This is an optimization exercise on Yosys and OpenROAD, whose aim is small area and a short achievable clock period, not a production implementation.
The RTL was checked by simulation tests, not by an equivalence proof against the original design.
No activity file was given, so power comes from the tool's default toggle rates.

===== flow/run.sh =====
#!/bin/bash
# synth_recipe.tcl (not shown) runs the flow's synth.tcl, then flattens the netlist and writes it again
# the make line also repeats each setting of config.mk as NAME=value (left out here)
make -C /OpenROAD-flow-scripts/flow DESIGN_CONFIG=/design/flow/config.mk WORK_HOME=/design/flow/orfs CLKGATE_MAP_FILE= SYNTH_SCRIPT=/design/flow/synth_recipe.tcl finish

===== flow/config.mk =====
export PLATFORM = sky130hd
export DESIGN_NAME = thumb_core
export DESIGN_NICKNAME = thumb_core
export VERILOG_FILES = /design/flow/design.v
export SDC_FILE = /design/flow/constraint.sdc
export NUM_CORES = 4
export LEC_CHECK = 0
export CAP_MARGIN = 20
export CORE_MARGIN = 2
export CORE_UTILIZATION = 40
export SLEW_MARGIN = 20

===== flow/design.v =====
`timescale 1ns/1ps
package thumb_isa_pkg;
    typedef logic [15:0] cmd_t;
    typedef enum logic [3:0] {
        op_lsl,
        op_lsr,
        op_asr,
        op_ror,
        op_add,
        op_and,
        op_orr,
        op_eor,
        op_mul,
        op_none
    } op_e;
    typedef enum logic [3:0] {
        dp_and = 4'h0,
        dp_eor = 4'h1,
        dp_lsl = 4'h2,
        dp_lsr = 4'h3,
        dp_asr = 4'h4,
        dp_adc = 4'h5,
        dp_sbc = 4'h6,
        dp_ror = 4'h7,
        dp_tst = 4'h8,
        dp_rsb = 4'h9,
        dp_cmp = 4'ha,
        dp_cmn = 4'hb,
        dp_orr = 4'hc,
        dp_mul = 4'hd,
        dp_bic = 4'he,
        dp_mvn = 4'hf
    } dp_opcode_e;
    typedef enum logic [1:0] {
        sh_lsl = 2'b00,
        sh_lsr = 2'b01,
        sh_asr = 2'b10
    } shift_imm_e;
    typedef enum logic [1:0] {
        imm8_mov = 2'b00,
        imm8_cmp = 2'b01,
        imm8_add = 2'b10,
        imm8_sub = 2'b11
    } imm8_mode_e;
    localparam logic [2:0] grp_shift_imm = 3'b000;
    localparam logic [4:0] grp_add_sub   = 5'b00011;
    localparam logic [2:0] grp_imm8      = 3'b001;
    localparam logic [5:0] grp_data_proc = 6'b010000;
    localparam logic [5:0] shift_sat = 6'd33;
endpackage
`timescale 1ns/1ps
package core_types_pkg;
    localparam int sys_bits  = 32;
    localparam int reg_count = 16;
    typedef logic [sys_bits-1:0]          word_t;
    typedef logic [$clog2(reg_count)-1:0] reg_idx_t;
    typedef struct packed {
        logic n;
        logic z;
        logic c;
        logic v;
    } flags_t;
    typedef struct packed {
        logic [3:0] op;   
        word_t    operand_n;
        word_t    operand_m;
        logic     carry_in;
        reg_idx_t dest;
        logic     write_en;
        logic     set_flags;
        logic     valid;
    } exec_req_t;
    typedef struct packed {
        word_t value;
        logic  carry;
        logic  overflow;
    } exec_res_t;
    typedef struct packed {
        logic     valid;
        logic     write_en;
        reg_idx_t dest;
        word_t    value;
    } wb_t;
endpackage
`timescale 1ns/1ps
module thumb_decoder (
    input  thumb_isa_pkg::cmd_t      cmd_i,
    input  logic      cmd_valid_i,
    input  core_types_pkg::flags_t    flags_i,
    input  core_types_pkg::word_t     rd_data_n_i,
    input  core_types_pkg::word_t     rd_data_m_i,
    output core_types_pkg::reg_idx_t  rd_idx_n_o,
    output core_types_pkg::reg_idx_t  rd_idx_m_o,
    output core_types_pkg::exec_req_t req_o
);
    thumb_isa_pkg::dp_opcode_e dp_op;
    thumb_isa_pkg::imm8_mode_e imm_mode;
    assign dp_op    = thumb_isa_pkg::dp_opcode_e'(cmd_i[9:6]);
    assign imm_mode = thumb_isa_pkg::imm8_mode_e'(cmd_i[12:11]);
    always_comb begin
        rd_idx_n_o = core_types_pkg::reg_idx_t'(cmd_i[5:3]);
        rd_idx_m_o = core_types_pkg::reg_idx_t'(cmd_i[8:6]);
        if (cmd_i[15:13] == thumb_isa_pkg::grp_imm8) begin
            rd_idx_n_o = core_types_pkg::reg_idx_t'(cmd_i[10:8]);
        end else if (cmd_i[15:10] == thumb_isa_pkg::grp_data_proc) begin
            rd_idx_n_o = core_types_pkg::reg_idx_t'(cmd_i[2:0]);
            rd_idx_m_o = core_types_pkg::reg_idx_t'(cmd_i[5:3]);
        end
    end
    always_comb begin
        req_o           = '0;
        req_o.op        = thumb_isa_pkg::op_none;
        req_o.dest      = core_types_pkg::reg_idx_t'(cmd_i[2:0]);
        req_o.write_en  = 1'b1;
        req_o.set_flags = 1'b1;
        if (cmd_i[15:11] == thumb_isa_pkg::grp_add_sub) begin
            req_o.valid     = cmd_valid_i;
            req_o.op        = thumb_isa_pkg::op_add;
            req_o.operand_n = rd_data_n_i;
            req_o.operand_m = (cmd_i[10] ? core_types_pkg::word_t'(cmd_i[8:6]) : rd_data_m_i)
                              ^ {core_types_pkg::sys_bits{cmd_i[9]}};
            req_o.carry_in  = cmd_i[9];
        end else if (cmd_i[15:13] == thumb_isa_pkg::grp_shift_imm) begin
            req_o.valid     = cmd_valid_i;
            req_o.operand_n = rd_data_n_i;
            req_o.operand_m = core_types_pkg::word_t'(cmd_i[10:6]);
            case (cmd_i[12:11])
                thumb_isa_pkg::sh_lsl:  req_o.op = thumb_isa_pkg::op_lsl;
                thumb_isa_pkg::sh_lsr:  req_o.op = thumb_isa_pkg::op_lsr;
                thumb_isa_pkg::sh_asr:  req_o.op = thumb_isa_pkg::op_asr;
                default: req_o.op = thumb_isa_pkg::op_none;
            endcase
        end else if (cmd_i[15:13] == thumb_isa_pkg::grp_imm8) begin
            req_o.dest      = core_types_pkg::reg_idx_t'(cmd_i[10:8]);
            req_o.valid     = cmd_valid_i;
            req_o.op        = thumb_isa_pkg::op_add;
            req_o.operand_n = (imm_mode == thumb_isa_pkg::imm8_mov) ? '0 : rd_data_n_i;
            req_o.operand_m = core_types_pkg::word_t'(cmd_i[7:0]) ^ {core_types_pkg::sys_bits{cmd_i[11]}};
            req_o.carry_in  = cmd_i[11];
            req_o.write_en  = (imm_mode != thumb_isa_pkg::imm8_cmp);
        end else if (cmd_i[15:10] == thumb_isa_pkg::grp_data_proc) begin
            req_o.valid     = cmd_valid_i;
            req_o.operand_n = rd_data_n_i;
            req_o.operand_m = rd_data_m_i;
            case (dp_op)
                thumb_isa_pkg::dp_and, thumb_isa_pkg::dp_tst: req_o.op = thumb_isa_pkg::op_and;
                thumb_isa_pkg::dp_eor:         req_o.op = thumb_isa_pkg::op_eor;
                thumb_isa_pkg::dp_orr:         req_o.op = thumb_isa_pkg::op_orr;
                thumb_isa_pkg::dp_mul:         req_o.op = thumb_isa_pkg::op_mul;
                thumb_isa_pkg::dp_lsl:         req_o.op = thumb_isa_pkg::op_lsl;
                thumb_isa_pkg::dp_lsr:         req_o.op = thumb_isa_pkg::op_lsr;
                thumb_isa_pkg::dp_asr:         req_o.op = thumb_isa_pkg::op_asr;
                thumb_isa_pkg::dp_ror:         req_o.op = thumb_isa_pkg::op_ror;
                thumb_isa_pkg::dp_cmn:         req_o.op = thumb_isa_pkg::op_add;
                thumb_isa_pkg::dp_adc: begin
                    req_o.op       = thumb_isa_pkg::op_add;
                    req_o.carry_in = flags_i.c;
                end
                thumb_isa_pkg::dp_sbc: begin
                    req_o.op        = thumb_isa_pkg::op_add;
                    req_o.operand_m = ~rd_data_m_i;
                    req_o.carry_in  = flags_i.c;
                end
                thumb_isa_pkg::dp_cmp: begin
                    req_o.op        = thumb_isa_pkg::op_add;
                    req_o.operand_m = ~rd_data_m_i;
                    req_o.carry_in  = 1'b1;
                end
                thumb_isa_pkg::dp_rsb: begin
                    req_o.op        = thumb_isa_pkg::op_add;
                    req_o.operand_n = '0;
                    req_o.operand_m = ~rd_data_m_i;
                    req_o.carry_in  = 1'b1;
                end
                thumb_isa_pkg::dp_bic: begin
                    req_o.op        = thumb_isa_pkg::op_and;
                    req_o.operand_m = ~rd_data_m_i;
                end
                thumb_isa_pkg::dp_mvn: begin
                    req_o.op        = thumb_isa_pkg::op_eor;
                    req_o.operand_n = rd_data_m_i;
                    req_o.operand_m = '1;
                end
                default: req_o.op = thumb_isa_pkg::op_none;
            endcase
            req_o.write_en = !((dp_op == thumb_isa_pkg::dp_tst) || (dp_op == thumb_isa_pkg::dp_cmp) ||
                                (dp_op == thumb_isa_pkg::dp_cmn));
        end
    end
endmodule
`timescale 1ns/1ps
module barrel_shifter (
    input  core_types_pkg::exec_req_t req_i,
    input  core_types_pkg::flags_t    flags_i,
    output core_types_pkg::exec_res_t res_o
);
    logic [5:0]                   amount;
    logic [4:0]                   rot;
    logic [core_types_pkg::sys_bits:0]            lsl_full;
    logic [2*core_types_pkg::sys_bits-1:0]        lsr_full;
    logic signed [2*core_types_pkg::sys_bits-1:0] asr_full;
    logic [2*core_types_pkg::sys_bits-1:0]        ror_full;
    assign amount = (req_i.operand_m[7:0] > 8'(core_types_pkg::sys_bits)) ? thumb_isa_pkg::shift_sat
                                                          : req_i.operand_m[5:0];
    assign rot    = req_i.operand_m[4:0];
    assign lsl_full = {flags_i.c, req_i.operand_n} << amount;
    assign lsr_full = {req_i.operand_n, {core_types_pkg::sys_bits{1'b0}}} >> amount;
    assign asr_full = $signed({req_i.operand_n, {core_types_pkg::sys_bits{1'b0}}}) >>> amount;
    assign ror_full = {req_i.operand_n, req_i.operand_n} >> rot;
    always_comb begin
        res_o.value    = req_i.operand_n;
        res_o.carry    = flags_i.c;
        res_o.overflow = flags_i.v;
        case (req_i.op)
            thumb_isa_pkg::op_lsl: begin
                res_o.value = lsl_full[core_types_pkg::sys_bits-1:0];
                res_o.carry = lsl_full[core_types_pkg::sys_bits];
            end
            thumb_isa_pkg::op_lsr: begin
                res_o.value = lsr_full[2*core_types_pkg::sys_bits-1:core_types_pkg::sys_bits];
                res_o.carry = (amount == '0) ? flags_i.c : lsr_full[core_types_pkg::sys_bits-1];
            end
            thumb_isa_pkg::op_asr: begin
                res_o.value = asr_full[2*core_types_pkg::sys_bits-1:core_types_pkg::sys_bits];
                res_o.carry = (amount == '0) ? flags_i.c : asr_full[core_types_pkg::sys_bits-1];
            end
            thumb_isa_pkg::op_ror: begin
                res_o.value = ror_full[core_types_pkg::sys_bits-1:0];
                res_o.carry = (amount == '0) ? flags_i.c : ror_full[core_types_pkg::sys_bits-1];
            end
            default: res_o.value = req_i.operand_n;
        endcase
    end
endmodule
`timescale 1ns/1ps
module arith_logic_unit (
    input  core_types_pkg::exec_req_t req_i,
    input  core_types_pkg::flags_t    flags_i,
    output core_types_pkg::exec_res_t res_o
);
    logic [core_types_pkg::sys_bits:0] sum;
    core_types_pkg::word_t             bitwise;
    core_types_pkg::word_t             product;
    logic              sel_inv;
    logic              sel_or;
    assign sum = {1'b0, req_i.operand_n} + {1'b0, req_i.operand_m}
                 + {{core_types_pkg::sys_bits{1'b0}}, req_i.carry_in};
    assign product = req_i.operand_n * req_i.operand_m;
    assign sel_inv = (req_i.op == thumb_isa_pkg::op_eor);
    assign sel_or  = (req_i.op == thumb_isa_pkg::op_orr);
    assign bitwise =
        ((sel_inv ? ~req_i.operand_n : req_i.operand_n)
            & (sel_or ? {core_types_pkg::sys_bits{1'b1}} : req_i.operand_m)) |
        ((sel_or ? {core_types_pkg::sys_bits{1'b1}} : req_i.operand_n)
            & (sel_inv ? ~req_i.operand_m : req_i.operand_m));
    always_comb begin
        res_o.value    = bitwise;
        res_o.carry    = flags_i.c;
        res_o.overflow = flags_i.v;
        case (req_i.op)
            thumb_isa_pkg::op_add: begin
                res_o.value    = sum[core_types_pkg::sys_bits-1:0];
                res_o.carry    = sum[core_types_pkg::sys_bits];
                res_o.overflow = (req_i.operand_n[core_types_pkg::sys_bits-1] == req_i.operand_m[core_types_pkg::sys_bits-1])
                                 && (sum[core_types_pkg::sys_bits-1] != req_i.operand_n[core_types_pkg::sys_bits-1]);
            end
            thumb_isa_pkg::op_mul:  res_o.value = product;
            default: res_o.value = bitwise;
        endcase
    end
endmodule
`timescale 1ns/1ps
module reg_file (
    input  logic      rst,
    input  logic      reset,
    input  core_types_pkg::reg_idx_t  rd_idx_n_i,
    input  core_types_pkg::reg_idx_t  rd_idx_m_i,
    output core_types_pkg::word_t     rd_data_n_o,
    output core_types_pkg::word_t     rd_data_m_o,
    input  core_types_pkg::exec_req_t req_i,
    input  core_types_pkg::exec_res_t res_i,
    output core_types_pkg::wb_t       wb_o,
    output core_types_pkg::flags_t    flags_o
);
    core_types_pkg::word_t    regs [core_types_pkg::reg_count];
    core_types_pkg::flags_t   flags_q;
    logic     wb_valid_q;
    logic     wb_we_q;
    core_types_pkg::reg_idx_t wb_dest_q;
    core_types_pkg::word_t    wb_value_q;
    assign rd_data_n_o = regs[rd_idx_n_i];
    assign rd_data_m_o = regs[rd_idx_m_i];
    assign flags_o     = flags_q;
    assign wb_o        = {wb_valid_q, wb_we_q, wb_dest_q, wb_value_q};
    always_ff @(posedge rst) begin
        if (reset) begin
            for (int i = 0; i < core_types_pkg::reg_count; i++) begin
                regs[i] <= '0;
            end
            flags_q    <= '0;
            wb_valid_q <= 1'b0;
        end else begin
            wb_valid_q <= req_i.valid;
            if (req_i.valid && req_i.write_en) begin
                regs[req_i.dest] <= res_i.value;
            end
            if (req_i.valid && req_i.set_flags) begin
                flags_q.n <= res_i.value[core_types_pkg::sys_bits-1];
                flags_q.z <= (res_i.value == '0);
                flags_q.c <= res_i.carry;
                flags_q.v <= res_i.overflow;
            end
        end
    end
    always_ff @(posedge rst) begin
        if (req_i.valid) begin
            wb_we_q    <= req_i.write_en;
            wb_dest_q  <= req_i.dest;
            wb_value_q <= res_i.value;
        end
    end
endmodule
`timescale 1ns/1ps
module thumb_core (
    input  logic   rst,
    input  logic   reset,
    input  thumb_isa_pkg::cmd_t   cmd_i,
    input  logic   cmd_valid_i,
    output core_types_pkg::wb_t    wb_o,
    output core_types_pkg::flags_t flags_o
);
    core_types_pkg::reg_idx_t  rd_idx_n;
    core_types_pkg::reg_idx_t  rd_idx_m;
    core_types_pkg::word_t     rd_data_n;
    core_types_pkg::word_t     rd_data_m;
    core_types_pkg::exec_req_t req;
    core_types_pkg::exec_res_t shift_res;
    core_types_pkg::exec_res_t alu_res;
    core_types_pkg::exec_res_t res;
    thumb_decoder u_decoder (
        .cmd_i       (cmd_i),
        .cmd_valid_i (cmd_valid_i),
        .flags_i     (flags_o),
        .rd_data_n_i (rd_data_n),
        .rd_data_m_i (rd_data_m),
        .rd_idx_n_o  (rd_idx_n),
        .rd_idx_m_o  (rd_idx_m),
        .req_o       (req)
    );
    barrel_shifter u_shifter (
        .req_i   (req),
        .flags_i (flags_o),
        .res_o   (shift_res)
    );
    arith_logic_unit u_alu (
        .req_i   (req),
        .flags_i (flags_o),
        .res_o   (alu_res)
    );
    assign res = ((req.op == thumb_isa_pkg::op_lsl) || (req.op == thumb_isa_pkg::op_lsr) ||
                  (req.op == thumb_isa_pkg::op_asr) || (req.op == thumb_isa_pkg::op_ror)) ? shift_res : alu_res;
    reg_file u_regs (
        .rst         (rst),
        .reset       (reset),
        .rd_idx_n_i  (rd_idx_n),
        .rd_idx_m_i  (rd_idx_m),
        .rd_data_n_o (rd_data_n),
        .rd_data_m_o (rd_data_m),
        .req_i       (req),
        .res_i       (res),
        .wb_o        (wb_o),
        .flags_o     (flags_o)
    );
endmodule

===== flow/constraint.sdc =====
create_clock -name core_clock -period 13.5 [get_ports {rst}]
set_input_delay 2.7000 -clock core_clock [delete_from_list [all_inputs] [get_ports {rst}]]
set_output_delay 2.7000 -clock core_clock [all_outputs]
set_load 0.01 [all_outputs]

==> results.cfg <==
[run_status]
status = complete, no violations

[worst_setup_path]
worstSetupPathType = input pin to flop
max_stage_delay_ns = 0.57
cp.required_ns = 13.82
crit_fanout = 9
rrSetupSlack_ns = 3.26
worstSetupEndpointType = flop
path_common_cell = fa_1
crit_path_start_kind = input pin
slowest_stage = fa_1
arrival_ns = 13.56

[synthesis]
synth_cells = 5284
yosysWarnings = 4
synth.distinct_cells = 107
synth.avg_cell_area_sq_um = 8.26
synth-edff-count = 292
seq_area_frac_synth_pct = 20.3
synth_seq_cells = 297
synth_flop_cell = edfxtp_1
synthArstFlopShare_pct = 0
syn-num-nets = 5868
synth_top_area_share_pct = 20.1
yosys.area.top_type = edfxtp_1
synth_area_leaders = edfxtp_1, fa_1, nor2_1, mux2i_1, nand2_1
syn-cell-area_sq_um = 43600

[floorplanning]
die_area_sq_um = 112000
start_util_pct = 40.2
die_w_um = 334
ios = 61
rows = 121
core_area_sq_um = 109000
fp.dieH_um = 334

[detailed_routing]
drc = 0
viasPerCell = 6.31
wl_um = 233000
first_iter_violations = 5732
vias = 45308
wire_per_inst_um = 32.5
ant_nets = 0
drtPass1Iterations = 6

[power]
p_per_area_nw_per_um2 = 80.8
vdd_drop_max_mv = 0.130
power_mw = 4.26
leakagePower_nw = 22.7

[sta]
fmax_ghz = 0.0756
hold_slack_ns = 0.526
rsz0062_at_grt = true
finalHoldViolations = 0
worst_pin_slew_ns = 1.21
setup_viol = 0
skew_ns = 0.0367
fin_crit_sh_pct = 98.0
slew_headroom_pct = 18.2
min_period_ns = 13.23
report.final.slew_viol_count = 0

[run]
timing.max_cap.violations = 0

[cells_and_area]
stdcell_count = 7184
nFillCells = 10606
fin_nets = 6329
syn2layout_area_growth_pct = 20.9
drive_gt1_share_pct = 18.9

[grt]
grt_pass1_wl_um = 328000
grt_pass1_vias = 44435
antenna_found_initial = 10
grt_max_degree = 57
grt_overflow = 0
track_usage_pct = 40.9

[clocking]
cts_tree = built
clockRootBuffer = clkbuf_16
cts.path.max_buffers = 3
cts.sinks = 297
numCtsBuffers = 30
clock_latency_ns = 0.63
clk_pin_slew_ns = 0.07
h-tree-depth = 1

[placed_design]
port_buffers = 59
post-dp-hpwl_um = 183000
gp_congestion = 1.07
place_inst = 7099

[worst_hold_path]
hold_class = flop to flop
[worst max-delay path, delay by kind of cell]
family          cells  cell delay, ns
compound gates     10            2.70
xor+xnor            1            0.19
fa+ha+maj           9            4.11
buf+inv            11            2.00
mux                 1            0.34
simple gates        8            1.49
[stage by stage]
step                      TNS [ns]  setup slack, ns  utilization [%]  instance area (sq um)
after CTS                        0           0.0256             47.9                  52000
final                            0            0.268             48.6                  52800
after floorplan                  0          0.00412                -                  43700
after detailed placement    -36.11            -1.14             46.9                  50900
after global placement      -24.39            -1.01             46.9                  50900
after global routing       -0.0252          -0.0252             48.6                  52700
[timing repair]
item	4_1_cts	5_1_grt
endpoints found under the setup margin	19	46
gates resized for setup	5	84
setup buffers	0	26
endpoints found under the hold margin	0	0
pin swaps	0	39
gates cloned	0	2
hold buffers	0	0
[layer usage]
metal	wire length [um]	part of all wire, %	up-vias	GRT usage, %
met2	105000	45	2735	65.6
met4	19300	8.3	10	27.3
li1	-	-	19252	-
met1	87900	38	22564	50.4
met5	63	0.027	-	0
met3	21200	9.1	747	7.05
[cells in the final DEF (no fill, tap or decap), drive strengths merged, types with 113 or more instances in the layout]
master  count
a21oi     300
buf       803
edfxtp    292
fa        410
ha        155
inv       520
mux2i     248
nand2     569
nand3     115
nor2      726
o21ai     231
xnor2     113
[cells by family (layout without fill, tap and decap cells)]
kind of cell             Yosys count  in the layout  share of synthesized area, %
AO/OA/AOI/OAI                   1224           1224                          19.3
XOR/XNOR                         141            141                          2.86
adder cells (fa/ha/maj)          566            566                          23.3
buffers and inverters            961           1445                          8.63
flip-flops                       297            297                          20.3
multiplexers                     311            311                          7.71
other                              1              3                       0.00859
AND/OR/NAND/NOR                 1783           1783                          17.9
[power by group]
| group | switching (mW) | internal [mW] | total, mW | leakage [nW] |
|---|---|---|---|---|
| clock network | 0.418 | 0.521 | 0.939 | 0.518 |
| registers | 0.0229 | 1.05 | 1.07 | 3.03 |
| logic | 1.45 | 0.804 | 2.25 | 19.1 |
| total | 1.89 | 2.38 | 4.26 | 22.7 |
[layout make-up]
| class | count | area, sq um | share of cell area [%] |
|---|---|---|---|
| multi-input combinational | 4026 | 31600 | 60.0 |
| sequential | 297 | 8870 | 16.8 |
| timing repair buffer | 861 | 7400 | 14.0 |
| inverter | 529 | 1990 | 3.78 |
| tap | 1414 | 1770 | 3.35 |
| clock buffer | 32 | 779 | 1.48 |
| clock inverter | 23 | 290 | 0.550 |
| antenna | 2 | 5.00 | 0.00949 |
[cell usage after synthesis, drive strengths merged (35+ instances only)]
cell	instances
clkbuf	280
nor2	726
and3	38
nor2b	35
a21oi	300
and2	51
nor3	91
o211ai	93
buf	152
nand2b	45
edfxtp	292
inv	516
mux2i	248
fa	410
nand4	40
xnor2	113
o21ai	231
o22ai	45
nand3	115
ha	155
mux2	48
a211oi	98
a31oi	43
a221o	38
nand2	569
[worst paths after layout]
check,from,endpoint,depth (start not counted)
setup / recovery,cmd_i[10],u_regs.regs[1][31],40
hold / removal,u_regs.flags_q[2],u_regs.flags_q[2],2
setup reg to reg,u_regs.regs[5][7],u_regs.flags_q[2],39
hold reg to reg,u_regs.flags_q[2],u_regs.flags_q[2],2
[registers in the layout, summed over array words and instances (netlist names)]
name / flops
u_regs.wb_dest_q: 3
u_regs.wb_value_q: 32
u_regs.flags_q: 4
u_regs.wb_we_q: 1
u_regs.wb_valid_q: 1
u_regs.regs: 256

[port drivers added, routing unchanged]
In the flow no input, the clock included, has a driving cell. The finished layout below was timed again as built, in two steps.
Step 1: set_driving_cell puts a clkbuf_16 on rst and a buf_2 on each other input, an assumption about the parent block.
Step 2 times the ports against the registers' clock, not the clock port: input delays grow and output delays shrink by t, the midpoint of the rising clock arrivals with the driver on.
Three values: no drivers, after step 1, after step 2; two values: the first two.
t, ns: 0.673
slack for setup (ns): 0.268 / 0.306 / -0.367
hold slack, ns: 0.526 / 0.526 / 0.526
worst setup path after step 2: input to register
worst slew at a driven data input, ns: 0.04
Met with ideal ports but missed after step 2: setup timing in this run. For this run, drivers alone change the setup slack by +0.038 ns; drivers and shift together by -0.635 ns.
